What follows belongs to an exercise in optimizing a design on an open flow for small area and a short achievable clock period; a production flow would make more cautious choices. In this exercise RTL edits were held to simulation tests only and were not proved equivalent to the original. Power is estimated from default activity; no workload was simulated.

onyx:
==> flow/design.v <==
package mips_trace_pkg;
    localparam int TRACE_W = 167;
    typedef struct packed {
        logic [31:0] pc;
        logic [31:0] instr;
        logic        rf_we;
        logic [4:0]  rf_wa;
        logic [31:0] rf_wd;
        logic        memwrite;
        logic [31:0] dataadr;
        logic [31:0] writedata;
    } trace_entry_t;
    typedef enum logic [1:0] {
        TRIG_PC     = 2'd0,
        TRIG_MEMADR = 2'd1,
        TRIG_MANUAL = 2'd2,
        TRIG_RSVD   = 2'd3
    } trig_mode_e;
    typedef enum logic [1:0] {
        ST_IDLE  = 2'd0,
        ST_ARMED = 2'd1,
        ST_POST  = 2'd2,
        ST_DONE  = 2'd3
    } trace_state_e;
endpackage
module trace_ram
#(
    parameter  int DEPTH = 16
) (
    input  logic         clk,
    input  logic         reset,     
    input  logic         i_ph,      
    input  logic         i_sh,      
    input  mips_trace_pkg::trace_entry_t i_wdata,
    input  logic [7:0]   i_rsel,    
    input  logic         i_ld,      
    input  logic         i_hold,    
    output mips_trace_pkg::trace_entry_t o_rdata
);
    localparam int W = mips_trace_pkg::TRACE_W;
    logic [W-1:0] r_mem [0:DEPTH-1];
    logic [W-1:0] r_rd;
    logic [W-1:0] w_in, w_pick;
    assign w_in = i_wdata ^ {W{i_ph}};
    logic w_shn;
    assign w_shn = ~i_sh;
    for (genvar i = 0; i < DEPTH; i++) begin : g_slot
        trace_slot u_slot (
            .clk   (clk),
            .i_sh  (i_sh),
            .i_shn (w_shn),
            .i_d   ((i == 0) ? w_in : r_mem[(i == 0) ? 0 : i-1]),
            .o_q   (r_mem[i])
        );
    end
    always_comb begin
        w_pick = '0;
        for (int j = 0; j < 8; j++)
            w_pick = w_pick | (r_mem[DEPTH-9+j] & {W{i_rsel[j]}});
    end
    always_ff @(posedge clk or negedge reset) begin
        if (!reset) r_rd <= '0;
        else        r_rd <= ({W{i_ld}} & (w_pick ^ {W{i_ph}})) | ({W{i_hold}} & r_rd);
    end
    assign o_rdata = r_rd;
endmodule
module trace_slot (
    input  logic         clk,
    input  logic         i_sh,
    input  logic         i_shn,
    input  logic [mips_trace_pkg::TRACE_W-1:0] i_d,
    output logic [mips_trace_pkg::TRACE_W-1:0] o_q
);
    for (genvar b = 0; b < mips_trace_pkg::TRACE_W; b++) begin : g_bit
        trace_bit u_bit (
            .clk   (clk),
            .i_sh  (i_sh),
            .i_shn (i_shn),
            .i_d   (i_d[b]),
            .o_q   (o_q[b])
        );
    end
endmodule
module trace_bit (
    input  logic clk,
    input  logic i_sh,
    input  logic i_shn,
    input  logic i_d,
    output logic o_q
);
    always_ff @(posedge clk)
        o_q <= ~((o_q | i_sh) & (i_d | i_shn));
endmodule
module commit_trace_buffer
#(
    parameter  int DEPTH = 16,
    parameter  int POST  = 8,
    parameter  int CNT_W = 32,
    localparam int AW    = $clog2(DEPTH)
) (
    input  logic             clk,
    input  logic             reset,
    input  logic             arm,
    input  logic             abort,
    input  logic [1:0]       trig_mode,
    input  logic [31:0]      trig_val,
    input  logic             trig_now,
    input  logic             cap_valid,
    input  logic [31:0]      pc,
    input  logic [31:0]      instr,
    input  logic             rf_we,
    input  logic [4:0]       rf_wa,
    input  logic [31:0]      rf_wd,
    input  logic             memwrite,
    input  logic [31:0]      dataadr,
    input  logic [31:0]      writedata,
    output logic             busy,
    output logic             triggered,
    output logic             done,
    output logic [AW:0]      count,
    output logic [AW-1:0]    trig_index,
    output logic [CNT_W-1:0] trig_cycles,
    output logic             rd_valid,
    input  logic             rd_ready,
    output mips_trace_pkg::trace_entry_t     rd_data,
    output logic             rd_last
);
    localparam logic [AW:0] FULL = (AW+1)'(DEPTH);
    logic             r_busy, r_post, r_done, r_ph;
    logic             w_busy_nxt, w_post_nxt, w_done_nxt;
    logic [AW-1:0]    r_wr_ptr, r_trig_slot, r_post_cnt, r_trig_index;
    logic [AW-1:0]    w_wr_ptr_nxt, w_trig_slot_nxt, w_post_cnt_nxt, w_trig_index_nxt;
    logic [AW:0]      r_count, r_rd_idx, w_count_nxt, w_rd_idx_nxt;
    logic             r_triggered, w_triggered_nxt;
    logic [CNT_W-1:0] r_trig_cycles, w_trig_cycles_nxt;
    logic             r_rd_valid, r_rd_last, w_rd_valid_nxt, w_rd_last_nxt;
    logic             r_post_last, r_rd_more;
    mips_trace_pkg::trig_mode_e   w_mode;
    mips_trace_pkg::trace_entry_t w_entry;
    logic w_hit, w_armed, w_arm_ok, w_capture, w_fire, w_beat, w_last_cap;
    logic w_sh, w_full_nxt, w_ld_first, w_ld_next, w_ld_same;
    logic [AW-1:0] w_ti_fire, w_ti_cap;
    logic [7:0]  r_rsel, w_rsel_nxt;
    assign w_mode  = mips_trace_pkg::trig_mode_e'(trig_mode);
    assign w_entry = {pc, instr, rf_we, rf_wa, rf_wd, memwrite, dataadr,
                      writedata};
    always_comb begin
        w_hit = 1'b0;
        unique case (w_mode)
            mips_trace_pkg::TRIG_PC:     w_hit = (pc == trig_val);
            mips_trace_pkg::TRIG_MEMADR: w_hit = memwrite && (dataadr == trig_val);
            mips_trace_pkg::TRIG_MANUAL: w_hit = trig_now;
            default:     w_hit = 1'b0;
        endcase
    end
    assign w_armed    = r_busy && !r_post;
    assign w_beat     = r_rd_valid && rd_ready;
    assign w_arm_ok   = !abort && !r_busy && arm;
    assign w_capture  = !abort && r_busy && cap_valid;
    assign w_fire     = w_capture && w_armed && w_hit;
    assign w_last_cap = !abort && cap_valid && r_post_last;
    always_comb begin
        w_busy_nxt = r_busy;
        w_post_nxt = r_post;
        w_done_nxt = r_done;
        if (abort) begin
            w_busy_nxt = 1'b0;
            w_post_nxt = 1'b0;
            w_done_nxt = 1'b0;
        end else if (w_arm_ok) begin
            w_busy_nxt = 1'b1;
            w_post_nxt = 1'b0;
            w_done_nxt = 1'b0;
        end else if (w_fire) begin
            w_post_nxt = 1'b1;
        end else if (w_last_cap) begin
            w_busy_nxt = 1'b0;
            w_post_nxt = 1'b0;
            w_done_nxt = 1'b1;
        end else if (r_done && w_beat && r_rd_last) begin
            w_done_nxt = 1'b0;
        end
    end
    always_comb begin
        w_wr_ptr_nxt      = r_wr_ptr;
        w_count_nxt       = r_count;
        w_triggered_nxt   = r_triggered;
        w_trig_cycles_nxt = r_trig_cycles;
        w_trig_slot_nxt   = r_trig_slot;
        w_post_cnt_nxt    = r_post_cnt;
        w_rd_idx_nxt      = r_rd_idx;
        if (w_arm_ok) begin
            w_wr_ptr_nxt      = '0;
            w_count_nxt       = '0;
            w_triggered_nxt   = 1'b0;
            w_trig_cycles_nxt = '0;
            w_trig_slot_nxt   = '0;
            w_post_cnt_nxt    = '0;
            w_rd_idx_nxt      = '0;
        end else begin
            if (w_armed && !abort && r_trig_cycles != '1)
                w_trig_cycles_nxt = r_trig_cycles + CNT_W'(1);
            if (w_capture) begin
                w_wr_ptr_nxt = r_wr_ptr + AW'(1);
                if (r_count != FULL) w_count_nxt = r_count + (AW+1)'(1);
            end
            if (w_fire) begin
                w_triggered_nxt = 1'b1;
                w_trig_slot_nxt = r_wr_ptr;
                w_post_cnt_nxt  = AW'(POST);
            end else if (w_capture && r_post) begin
                w_post_cnt_nxt = r_post_cnt - AW'(1);
            end
            if (w_beat) w_rd_idx_nxt = r_rd_idx + (AW+1)'(1);
        end
    end
    assign w_full_nxt = r_count >= (AW+1)'(DEPTH-1);
    assign w_ti_fire  = w_full_nxt ? AW'(DEPTH-1) : r_wr_ptr;
    assign w_ti_cap   = r_trig_slot - (w_full_nxt ? r_wr_ptr + AW'(1) : '0);
    always_comb begin
        if (w_arm_ok)       w_trig_index_nxt = '0;
        else if (w_fire)    w_trig_index_nxt = w_ti_fire;
        else if (w_capture) w_trig_index_nxt = w_ti_cap;
        else                w_trig_index_nxt = r_trig_index;
    end
    assign w_ld_first = w_last_cap;
    assign w_ld_next  = r_rd_more && rd_ready && !abort && !arm;
    assign w_ld_same  = r_rd_valid && !rd_ready && !abort && !arm;
    assign w_rd_valid_nxt = w_ld_first || w_ld_next || w_ld_same;
    assign w_rd_last_nxt  = (w_ld_next && (r_rd_idx + (AW+1)'(2) == r_count)) ||
                            (w_ld_same && r_rd_last);
    always_comb begin
        for (int j = 0; j < 8; j++)
            w_rsel_nxt[j] = (w_busy_nxt && w_count_nxt != FULL)
                            ? (w_count_nxt == (AW+1)'(DEPTH-8+j))
                            : (w_count_nxt == (AW+1)'(DEPTH-7+j));
    end
    always_ff @(posedge clk or negedge reset) begin
        if (!reset) begin
            r_busy        <= 1'b0;
            r_post        <= 1'b0;
            r_done        <= 1'b0;
            r_ph          <= 1'b0;
            r_wr_ptr      <= '0;
            r_count       <= '0;
            r_triggered   <= 1'b0;
            r_trig_cycles <= '0;
            r_trig_slot   <= '0;
            r_post_cnt    <= '0;
            r_rd_idx      <= '0;
            r_trig_index  <= '0;
            r_rd_valid    <= 1'b0;
            r_rd_last     <= 1'b0;
            r_post_last   <= 1'b0;
            r_rd_more     <= 1'b0;
            r_rsel        <= '0;
        end else begin
            r_busy        <= w_busy_nxt;
            r_post        <= w_post_nxt;
            r_done        <= w_done_nxt;
            r_ph          <= !r_ph;
            r_wr_ptr      <= w_wr_ptr_nxt;
            r_count       <= w_count_nxt;
            r_triggered   <= w_triggered_nxt;
            r_trig_cycles <= w_trig_cycles_nxt;
            r_trig_slot   <= w_trig_slot_nxt;
            r_post_cnt    <= w_post_cnt_nxt;
            r_rd_idx      <= w_rd_idx_nxt;
            r_trig_index  <= w_trig_index_nxt;
            r_rd_valid    <= w_rd_valid_nxt;
            r_rd_last     <= w_rd_last_nxt;
            r_post_last   <= r_post && !abort &&
                             r_post_cnt == (cap_valid ? AW'(2) : AW'(1));
            r_rd_more     <= w_rd_valid_nxt && !w_rd_last_nxt;
            r_rsel        <= w_rsel_nxt;
        end
    end
    assign w_sh = w_capture || w_beat;
    trace_ram #(.DEPTH(DEPTH)) u_ram (
        .clk     (clk),
        .reset   (reset),
        .i_ph    (r_ph),
        .i_sh    (w_sh),
        .i_wdata (w_entry),
        .i_rsel  (r_rsel),
        .i_ld    (w_ld_first || w_ld_next),
        .i_hold  (w_ld_same),
        .o_rdata (rd_data)
    );
    assign busy        = r_busy;
    assign done        = r_done;
    assign triggered   = r_triggered;
    assign count       = r_count;
    assign trig_cycles = r_trig_cycles;
    assign trig_index  = r_trig_index;
    assign rd_valid    = r_rd_valid;
    assign rd_last     = r_rd_last;
endmodule
clock: 7.0 ns
lec_check: 0
cap_margin: 20
core_margin: 2
core_utilization: 70
setup_slack_margin: 4.6
slew_margin: 20
synth_hierarchical: 1
synth_minimum_keep_size: 0
standard.sh (not shown) runs the stock make flow with config.mk's settings and CLKGATE_MAP_FILE= SYNTH_SCRIPT=/design/flow/synth_recipe.tcl, a recipe that flattens the netlist after the stock synthesis.
==> flow/flow/run.sh <==
#!/bin/bash
# Standard layout, with plain buffers (not delay cells) on the ports and a
# clock tree of fewer, larger leaf clusters without dummy loads.
set -euo pipefail
export BUFFER_PORTS_ARGS="-buffer_cell sky130_fd_sc_hd__buf_2"
export CTS_ARGS="-sink_clustering_enable -repair_clock_nets -dont_use_dummy_load -buf_list sky130_fd_sc_hd__clkbuf_16 -sink_clustering_size 25 -sink_clustering_max_diameter 70"
bash standard.sh > standard.log 2>&1
onyx closes out successfully: all stages finished, all timing, DRC and antenna checks passed.
Here is what was changed in the inputs of maple compared with onyx.
--- a/flow/design.v
+++ b/flow/design.v
@@ -226,17 +226,32 @@
     assign w_ld_first = w_last_cap;
     assign w_ld_next  = r_rd_more && rd_ready && !abort && !arm;
     assign w_ld_same  = r_rd_valid && !rd_ready && !abort && !arm;
     assign w_rd_valid_nxt = w_ld_first || w_ld_next || w_ld_same;
     assign w_rd_last_nxt  = (w_ld_next && (r_rd_idx + (AW+1)'(2) == r_count)) ||
                             (w_ld_same && r_rd_last);
-    always_comb begin
+    function automatic logic [7:0] sel_busy(input logic [AW:0] c);
+        for (int j = 0; j < 8; j++)
+            sel_busy[j] = (c != FULL) ? (c == (AW+1)'(DEPTH-8+j))
+                                      : (c == (AW+1)'(DEPTH-7+j));
+    endfunction
+    function automatic logic [7:0] sel_done(input logic [AW:0] c);
         for (int j = 0; j < 8; j++)
-            w_rsel_nxt[j] = (w_busy_nxt && w_count_nxt != FULL)
-                            ? (w_count_nxt == (AW+1)'(DEPTH-8+j))
-                            : (w_count_nxt == (AW+1)'(DEPTH-7+j));
+            sel_done[j] = c == (AW+1)'(DEPTH-7+j);
+    endfunction
+    logic [AW:0] w_count_inc;
+    logic [7:0]  w_rsel_cap, w_rsel_busy, w_rsel_done;
+    assign w_count_inc = (r_count == FULL) ? FULL : r_count + (AW+1)'(1);
+    assign w_rsel_cap  = r_post_last ? sel_done(w_count_inc) : sel_busy(w_count_inc);
+    assign w_rsel_busy = sel_busy(r_count);
+    assign w_rsel_done = sel_done(r_count);
+    always_comb begin
+        if (w_arm_ok)                 w_rsel_nxt = '0;
+        else if (w_capture)           w_rsel_nxt = w_rsel_cap;
+        else if (r_busy && !abort)    w_rsel_nxt = w_rsel_busy;
+        else                          w_rsel_nxt = w_rsel_done;
     end
     always_ff @(posedge clk or negedge reset) begin
         if (!reset) begin
             r_busy        <= 1'b0;
             r_post        <= 1'b0;
             r_done        <= 1'b0;
Findings:
- maple: all stages complete, timing, DRC and antenna checks passed
- Delta (maple minus onyx): required time of the critical path saw a decrease; sequential cell area saw little to no change; fmax saw an increase; sequential cell count saw little to no change.
- maple vs onyx on period utilization: maple is the lower one.
- onyx has lower count of mapped cells out of synthesis than maple.
- Compared with onyx, maple improves worst-case setup margin in the final layout.
- Sequential share of layout area in maple vs onyx: down 0.44 points
- As of maple, wire length per cell had fallen by a few percent compared to onyx.
- Row utilization: maple higher / onyx lower
- Across both runs, combinational power was higher for maple than for onyx.

[port drivers added, routing unchanged]
In the flow no input, the clock included, has a driving cell. The finished layouts below were timed again as built, in two steps.
Step 1 sets driving cells, clkbuf_16 on the clock port and buf_2 on the other inputs (assumed; they add their load-dependent delay and slew).
Step 2, shift: input delay + t, output delay - t, t = (earliest + latest rising clock arrival at the registers) / 2. This alone moves slack from input paths to output paths.
Slacks: ideal ports / drivers / drivers and shift; pairs: ideal ports / drivers.
| run | shift t [ns] | slack for setup (ns) | hold WS [ns] |
|---|---|---|---|
| onyx | 0.871 | 4.042 / 4.063 / 3.203 | 0.418 / 0.418 / 0.418 |
| maple | 0.858 | 4.171 / 4.088 / 3.594 | 0.375 / 0.375 / 0.375 |
After both steps every run listed still meets setup and hold. The setup slack of onyx, which loses most, moves by +0.021 ns with the drivers and by -0.839 ns with both steps.
